This design comes from an exercise in tuning for small area, a short achievable clock period and few clock cycles per item on the open sky130 flow, not from production work. RTL that was checked went through simulation tests only; none was proved equivalent to the original. Power and IR drop assume default switching activity.

## 07-16
==> module lz77_stream_encoder, before the edit <==
module lz77_stream_encoder #(
  parameter int DATA_WIDTH = 8,
  parameter int DICT_DEPTH = 512,
  parameter int DICT_LOG   = 9,
  parameter int MAX_LEN    = 65,
  parameter int LEN_WIDTH  = 7
) (
  input  logic                  clk,
  input  logic                  rst_n,
  input  logic                  in_valid,
  output logic                  in_ready,
  input  logic [DATA_WIDTH-1:0] in_data,
  input  logic                  in_last,
  output logic                  out_valid,
  input  logic                  out_ready,
  output logic [LEN_WIDTH-1:0]  out_len,
  output logic [DICT_LOG-1:0]   out_dist,
  output logic [DATA_WIDTH-1:0] out_literal,
  output logic                  out_last
);
  localparam int TW     = LEN_WIDTH + DICT_LOG + DATA_WIDTH + 1;   
  localparam int FDEPTH = 4;                                        
  logic [DATA_WIDTH-1:0] H [DICT_DEPTH];
  logic [DICT_LOG-1:0]   cnt;
  logic                  full;
  logic                  accept;
  assign accept = in_valid & in_ready & rst_n;
  always_ff @(posedge clk) begin
    if (accept) begin
      H[0] <= in_data;
      for (int i = 1; i < DICT_DEPTH; i++) H[i] <= H[i-1];
    end
  end
  localparam int LO_W = 4;
  localparam int HI_N = DICT_DEPTH >> LO_W;
  logic [DICT_LOG:0]     fc_nx;     
  logic [HI_N-1:0]       hi_gt, hi_eq;
  logic [(1<<LO_W)-1:0]  lo_gt;
  logic [DICT_DEPTH-1:0] vld;
  always_comb begin
    fc_nx = {full, cnt};
    if (!rst_n)                 fc_nx = '0;
    else if (accept && in_last) fc_nx = '0;    
    else if (accept && !full)   fc_nx = {full, cnt} + 1'b1;
  end
  always_ff @(posedge clk) begin
    {full, cnt} <= fc_nx;
    for (int j = 0; j < HI_N; j++) begin
      hi_gt[j] <= fc_nx[DICT_LOG] | (fc_nx[DICT_LOG-1:LO_W] > (DICT_LOG-LO_W)'(j));
      hi_eq[j] <= ~fc_nx[DICT_LOG] & (fc_nx[DICT_LOG-1:LO_W] == (DICT_LOG-LO_W)'(j));
    end
    for (int k = 0; k < (1<<LO_W); k++) lo_gt[k] <= fc_nx[LO_W-1:0] > LO_W'(k);
  end
  always_comb begin
    for (int i = 0; i < DICT_DEPTH; i++)
      vld[i] = hi_gt[i >> LO_W] | (hi_eq[i >> LO_W] & lo_gt[i & ((1<<LO_W)-1)]);
  end
  logic [DICT_DEPTH-1:0] Ec;        
  logic [DICT_DEPTH-1:0] E;         
  logic                  v1, l1;
  logic [DATA_WIDTH-1:0] x1;
  always_comb begin
    for (int i = 0; i < DICT_DEPTH; i++) Ec[i] = ~accept | (vld[i] & (H[i] == in_data));
  end
  always_ff @(posedge clk) begin
    E  <= Ec;
    l1 <= in_last;
    x1 <= in_data;
  end
  always_ff @(posedge clk) begin
    if (!rst_n) v1 <= 1'b0;
    else        v1 <= accept;
  end
  localparam int GS = 32;
  localparam int NG = DICT_DEPTH / GS;
  logic [DICT_DEPTH-1:0] A, A_nx, pq;
  logic [NG-1:0]         gp, gq;
  logic                  r;
  logic [LEN_WIDTH-1:0]  L;
  logic                  lt_max;    
  logic                  any_hit, ext, emit;
  assign A_nx    = E & (A | {DICT_DEPTH{r}});
  assign pq      = Ec & A_nx;
  assign any_hit = r ? (|gq) : (|gp);
  assign ext     = v1 & ~l1 & lt_max & any_hit;
  assign emit    = v1 & ~ext;
  always_ff @(posedge clk) begin
    A <= A_nx;
    for (int g = 0; g < NG; g++) begin
      gp[g] <= |pq[g*GS +: GS];
      gq[g] <= |Ec[g*GS +: GS];
    end
  end
  always_ff @(posedge clk) begin
    if (!rst_n) begin
      r      <= 1'b1;
      L      <= '0;
      lt_max <= 1'b1;
    end else if (v1) begin
      r      <= ~ext;
      L      <= ext ? L + 1'b1 : '0;
      lt_max <= ext ? (L != LEN_WIDTH'(MAX_LEN - 1)) : 1'b1;
    end
  end
  localparam int PS   = 32;
  localparam int PLOG = 5;
  localparam int NP   = DICT_DEPTH / PS;
  localparam int NLOG = DICT_LOG - PLOG;
  logic [NP-1:0]   pz;                
  logic [PLOG-1:0] plo [NP];          
  always_ff @(posedge clk) begin
    for (int g = 0; g < NP; g++) begin
      pz[g]  <= |A[g*PS +: PS];
      plo[g] <= '0;
      for (int j = PS - 1; j >= 0; j--) if (A[g*PS + j]) plo[g] <= PLOG'(j);
    end
  end
  logic [DICT_LOG-1:0] dsel;
  logic [NP-1:0]       pfirst;          
  always_comb begin
    dsel = '0;
    for (int g = 0; g < NP; g++) begin
      pfirst[g] = pz[g] & ~(|(pz & ((NP'(1) << g) - 1'b1)));
      dsel = dsel | ({NLOG'(g), plo[g]} & {DICT_LOG{pfirst[g]}});
    end
  end
  logic                  tv, tz, tlast;
  logic [LEN_WIDTH-1:0]  tlen;
  logic [DATA_WIDTH-1:0] tlit;
  always_ff @(posedge clk) begin
    tlen  <= L;
    tz    <= r;
    tlit  <= x1;
    tlast <= l1;
  end
  always_ff @(posedge clk) begin
    if (!rst_n) tv <= 1'b0;
    else        tv <= emit;
  end
  logic [TW-1:0] tok;
  assign tok = {tlen, tz ? DICT_LOG'(0) : dsel, tlit, tlast};
  logic [TW-1:0]     fq [1:FDEPTH-1];
  logic [TW-1:0]     out_q;
  logic [FDEPTH:0]   occ;          
  logic [FDEPTH:0]   occ_nx;
  logic [FDEPTH-1:0] wr;           
  logic              pop;
  logic              h_tok, h_nxt, h_hold;
  logic [2:0]        ocount;
  logic [2:0]        base;         
  assign pop = out_valid & out_ready;
  always_comb begin
    for (int k = 0; k < FDEPTH; k++) wr[k] = tv & (pop ? occ[k+1] : occ[k]);
    case ({tv, pop})
      2'b10:   occ_nx = occ << 1;
      2'b01:   occ_nx = occ >> 1;
      default: occ_nx = occ;
    endcase
    ocount = '0;
    for (int k = 0; k <= FDEPTH; k++) if (occ[k]) ocount = 3'(k);
  end
  assign h_tok  = wr[0];
  assign h_nxt  = pop & ~wr[0];
  assign h_hold = ~pop & ~wr[0];
  always_ff @(posedge clk) begin
    for (int k = 1; k < FDEPTH; k++) begin
      if (wr[k]) fq[k] <= tok;
      else if (pop && k + 1 < FDEPTH) fq[k] <= fq[k + 1];
    end
    out_q <= ({TW{h_tok}} & tok) | ({TW{h_nxt}} & fq[1]) | ({TW{h_hold}} & out_q);
  end
  assign base = 3'(v1) + 3'(tv) + ocount;
  always_ff @(posedge clk) begin
    if (!rst_n) begin
      occ       <= (FDEPTH+1)'(1);
      out_valid <= 1'b0;
      in_ready  <= 1'b0;
    end else begin
      occ       <= occ_nx;
      out_valid <= ~occ_nx[0];
      case ({accept, pop})
        2'b10:   in_ready <= base < 3'(FDEPTH - 1);
        2'b01:   in_ready <= base < 3'(FDEPTH + 1);
        default: in_ready <= base < 3'(FDEPTH);
      endcase
    end
  end
  assign {out_len, out_dist, out_literal, out_last} = out_q;
endmodule
make LEC_CHECK=0 ABC_CLOCK_PERIOD_IN_PS=2500 CAP_MARGIN=20 CORE_MARGIN=2 CORE_UTILIZATION=65 CTS_CLUSTER_DIAMETER=100 CTS_CLUSTER_SIZE=25 SETUP_SLACK_MARGIN=3.8 SLEW_MARGIN=20 finish   # period 6.5 ns
run.sh (not shown) runs the stock make flow with config.mk's settings and CLKGATE_MAP_FILE= SYNTH_SCRIPT=/design/flow/synth_recipe.tcl, a recipe that flattens the netlist after the stock synthesis.
Testbench counts of 07-16, summed over its fixed seeds: cycles 24,032, items 24,000.
## Diff of input files: 08-10 against 07-16
--- a/flow/design.v
+++ b/flow/design.v
@@ -22,21 +22,24 @@
   localparam int FDEPTH = 4;                                        
   logic [DATA_WIDTH-1:0] H [DICT_DEPTH];
   logic [DICT_LOG-1:0]   cnt;
   logic                  full;
   logic                  accept;
-  assign accept = in_valid & in_ready & rst_n;
+  logic rdy, rdy_o, rdy_nx;
+  assign in_ready = rdy_o;
+  assign accept   = in_valid & rdy & rst_n;
   always_ff @(posedge clk) begin
     if (accept) begin
       H[0] <= in_data;
       for (int i = 1; i < DICT_DEPTH; i++) H[i] <= H[i-1];
     end
   end
   localparam int LO_W = 4;
   localparam int HI_N = DICT_DEPTH >> LO_W;
   logic [DICT_LOG:0]     fc_nx;     
-  logic [HI_N-1:0]       hi_gt, hi_eq;
+  logic [HI_N-1:0]       hi_gt;
+  logic [HI_N-1:0]       hi_prev;   
   logic [(1<<LO_W)-1:0]  lo_gt;
   logic [DICT_DEPTH-1:0] vld;
   always_comb begin
     fc_nx = {full, cnt};
     if (!rst_n)                 fc_nx = '0;
@@ -45,52 +48,56 @@
   end
   always_ff @(posedge clk) begin
     {full, cnt} <= fc_nx;
     for (int j = 0; j < HI_N; j++) begin
       hi_gt[j] <= fc_nx[DICT_LOG] | (fc_nx[DICT_LOG-1:LO_W] > (DICT_LOG-LO_W)'(j));
-      hi_eq[j] <= ~fc_nx[DICT_LOG] & (fc_nx[DICT_LOG-1:LO_W] == (DICT_LOG-LO_W)'(j));
     end
     for (int k = 0; k < (1<<LO_W); k++) lo_gt[k] <= fc_nx[LO_W-1:0] > LO_W'(k);
   end
+  assign hi_prev = {hi_gt[HI_N-2:0], 1'b1};
   always_comb begin
     for (int i = 0; i < DICT_DEPTH; i++)
-      vld[i] = hi_gt[i >> LO_W] | (hi_eq[i >> LO_W] & lo_gt[i & ((1<<LO_W)-1)]);
+      vld[i] = hi_gt[i >> LO_W] | (hi_prev[i >> LO_W] & lo_gt[i & ((1<<LO_W)-1)]);
   end
   logic [DICT_DEPTH-1:0] Ec;        
   logic [DICT_DEPTH-1:0] E;         
   logic                  v1, l1;
   logic [DATA_WIDTH-1:0] x1;
-  always_comb begin
-    for (int i = 0; i < DICT_DEPTH; i++) Ec[i] = ~accept | (vld[i] & (H[i] == in_data));
+  logic [DICT_DEPTH-1:0] eq;        
+  always_comb begin
+    for (int i = 0; i < DICT_DEPTH; i++) begin
+      eq[i] = H[i] == in_data;
+      Ec[i] = ~accept | (vld[i] & eq[i]);
+    end
   end
   always_ff @(posedge clk) begin
     E  <= Ec;
     l1 <= in_last;
     x1 <= in_data;
   end
   always_ff @(posedge clk) begin
     if (!rst_n) v1 <= 1'b0;
     else        v1 <= accept;
   end
-  localparam int GS = 32;
+  localparam int GS = 64;
   localparam int NG = DICT_DEPTH / GS;
   logic [DICT_DEPTH-1:0] A, A_nx, pq;
   logic [NG-1:0]         gp, gq;
   logic                  r;
   logic [LEN_WIDTH-1:0]  L;
   logic                  lt_max;    
   logic                  any_hit, ext, emit;
   assign A_nx    = E & (A | {DICT_DEPTH{r}});
-  assign pq      = Ec & A_nx;
+  assign pq      = eq & A_nx;
   assign any_hit = r ? (|gq) : (|gp);
   assign ext     = v1 & ~l1 & lt_max & any_hit;
   assign emit    = v1 & ~ext;
   always_ff @(posedge clk) begin
     A <= A_nx;
     for (int g = 0; g < NG; g++) begin
       gp[g] <= |pq[g*GS +: GS];
-      gq[g] <= |Ec[g*GS +: GS];
+      gq[g] <= |(vld[g*GS +: GS] & eq[g*GS +: GS]);
     end
   end
   always_ff @(posedge clk) begin
     if (!rst_n) begin
       r      <= 1'b1;
@@ -168,22 +175,26 @@
       else if (pop && k + 1 < FDEPTH) fq[k] <= fq[k + 1];
     end
     out_q <= ({TW{h_tok}} & tok) | ({TW{h_nxt}} & fq[1]) | ({TW{h_hold}} & out_q);
   end
   assign base = 3'(v1) + 3'(tv) + ocount;
+  always_comb begin
+    case ({accept, pop})
+      2'b10:   rdy_nx = base < 3'(FDEPTH - 1);
+      2'b01:   rdy_nx = base < 3'(FDEPTH + 1);
+      default: rdy_nx = base < 3'(FDEPTH);
+    endcase
+  end
   always_ff @(posedge clk) begin
     if (!rst_n) begin
       occ       <= (FDEPTH+1)'(1);
       out_valid <= 1'b0;
-      in_ready  <= 1'b0;
+      rdy       <= 1'b1;           
     end else begin
       occ       <= occ_nx;
       out_valid <= ~occ_nx[0];
-      case ({accept, pop})
-        2'b10:   in_ready <= base < 3'(FDEPTH - 1);
-        2'b01:   in_ready <= base < 3'(FDEPTH + 1);
-        default: in_ready <= base < 3'(FDEPTH);
-      endcase
-    end
+      rdy       <= rdy_nx;
+    end
+    rdy_o <= ~rst_n | rdy_nx;   
   end
   assign {out_len, out_dist, out_literal, out_last} = out_q;
 endmodule
Notes after the runs:
Compared with 07-16, 08-10 shows a higher total power after layout. Looking at master of the slowest instance on the critical path, the nor4_1 result is from 08-10; the dfxtp_4 one comes from 07-16. Looking at flip-flop and latch count across 07-16 and 08-10, the one that comes out higher is 07-16. From 07-16 to 08-10 the numbers moved as follows: number of filler instances in the final layout lost 318, worst setup slack has decreased. Changes observed in 08-10 relative to 07-16: count of buffers from port buffering level, simple-gate share of the synthesized area moved up, ratio of final minimum period to clock period moved up, die area moved down.
Testbench counts of 08-10, summed over its fixed seeds: cycles 24,024, items 24,000.

* * *

== 09-19 ==
Another version of the RTL of lz77_stream_encoder (not shown whole).
For scale: ~5,400 flip-flops, roughly 40 I/O pins, about 0.22 sq mm of cells after synthesis.
make LEC_CHECK=0 ABC_CLOCK_PERIOD_IN_PS=2500 CAP_MARGIN=20 CORE_MARGIN=2 CORE_UTILIZATION=65 CTS_CLUSTER_DIAMETER=100 CTS_CLUSTER_SIZE=25 SETUP_SLACK_MARGIN=3.8 SLEW_MARGIN=20 finish   # period 6.5 ns
09-19: flow completed, timing, DRC and antenna clean
Input-level comparison between 08-05 and 09-19:
-- flow/design.v --
<<< 09-19, line 79
    else        v1 <= accept;
  end
  localparam int GS = 64;
  localparam int NG = DICT_DEPTH / GS;
  logic [DICT_DEPTH-1:0] A, A_nx, pq;
>>> 08-05, line 79
    else        v1 <= accept;
  end
  localparam int GS = 32;
  localparam int NG = DICT_DEPTH / GS;
  logic [DICT_DEPTH-1:0] A, A_nx, pq;
## What came out
- ~same met2 wire length in 08-05 and 09-19
- The run with more routed wire is 09-19, not 08-05.
- 08-05 against 09-19: multi-input combinational cell count fell by 229, number of storage elements in the synthesis netlist stayed essentially flat, non-clock buffer instance count of the final layout rose by 84, first-pass GRT wire length fell by 37 mm, number of sequential storage elements stayed essentially flat.
- When 08-05 is set beside 09-19, its global-route usage turns out to be 1.9 points smaller.
- Of 08-05 and 09-19, 08-05 shows the lower met2 demand-to-capacity share in global routing, with 09-19 above it.
- Any difference in final-layout worst hold slack between 09-19 and 08-05 is small enough to ignore.
- In terms of sequential power, 09-19 and 08-05 differ only marginally.
- Of the two values seen for highest-delay cell along the critical path, dfxtp_4 was produced by 09-19 and or4_1 by 08-05.
- 08-05 vs. 09-19: cell count grew by 0.42%, smallest setup slack after layout increased 0.083 ns.
Testbench counts of 08-05, summed over its fixed seeds: cycles 24,024, items 24,000.
No functional check of the RTL was part of 09-19.

## port drivers added, routing unchanged
How much do the figures lean on ideal ports? The routed layouts below were timed once more, with nothing changed but the port constraints.
Step 1 sets driving cells, clkbuf_16 on the clock port and buf_2 on the other inputs (assumed; they add their load-dependent delay and slew).
Step 2, shift: input delay + t, output delay - t, t = (earliest + latest rising clock arrival at the registers) / 2. This alone moves slack from input paths to output paths.
a / b / c = ideal ports / drivers / drivers and shift; a / b = the first two.
| run | shift t [ns] | slack for setup (ns) | hold WS [ns] | slew at the worst register clock pin (ns) |
|---|---|---|---|---|
| 07-16 | 1.103 | 3.646 / 3.426 / 2.323 | 0.338 / 0.338 / 0.338 | 0.11 / 0.11 |
| 08-10 | 1.091 | 3.524 / 3.373 / 2.283 | 0.341 / 0.341 / 0.341 | 0.11 / 0.11 |
| 09-19 | 1.097 | 3.542 / 3.322 / 2.225 | 0.331 / 0.331 / 0.331 | 0.11 / 0.11 |
| 08-05 | 1.090 | 3.625 / 3.275 / 2.185 | 0.334 / 0.334 / 0.334 | 0.11 / 0.11 |
After both steps every run listed still meets setup and hold. The setup slack of 08-05, which loses most, moves by -0.350 ns with the drivers and by -1.440 ns with both steps.
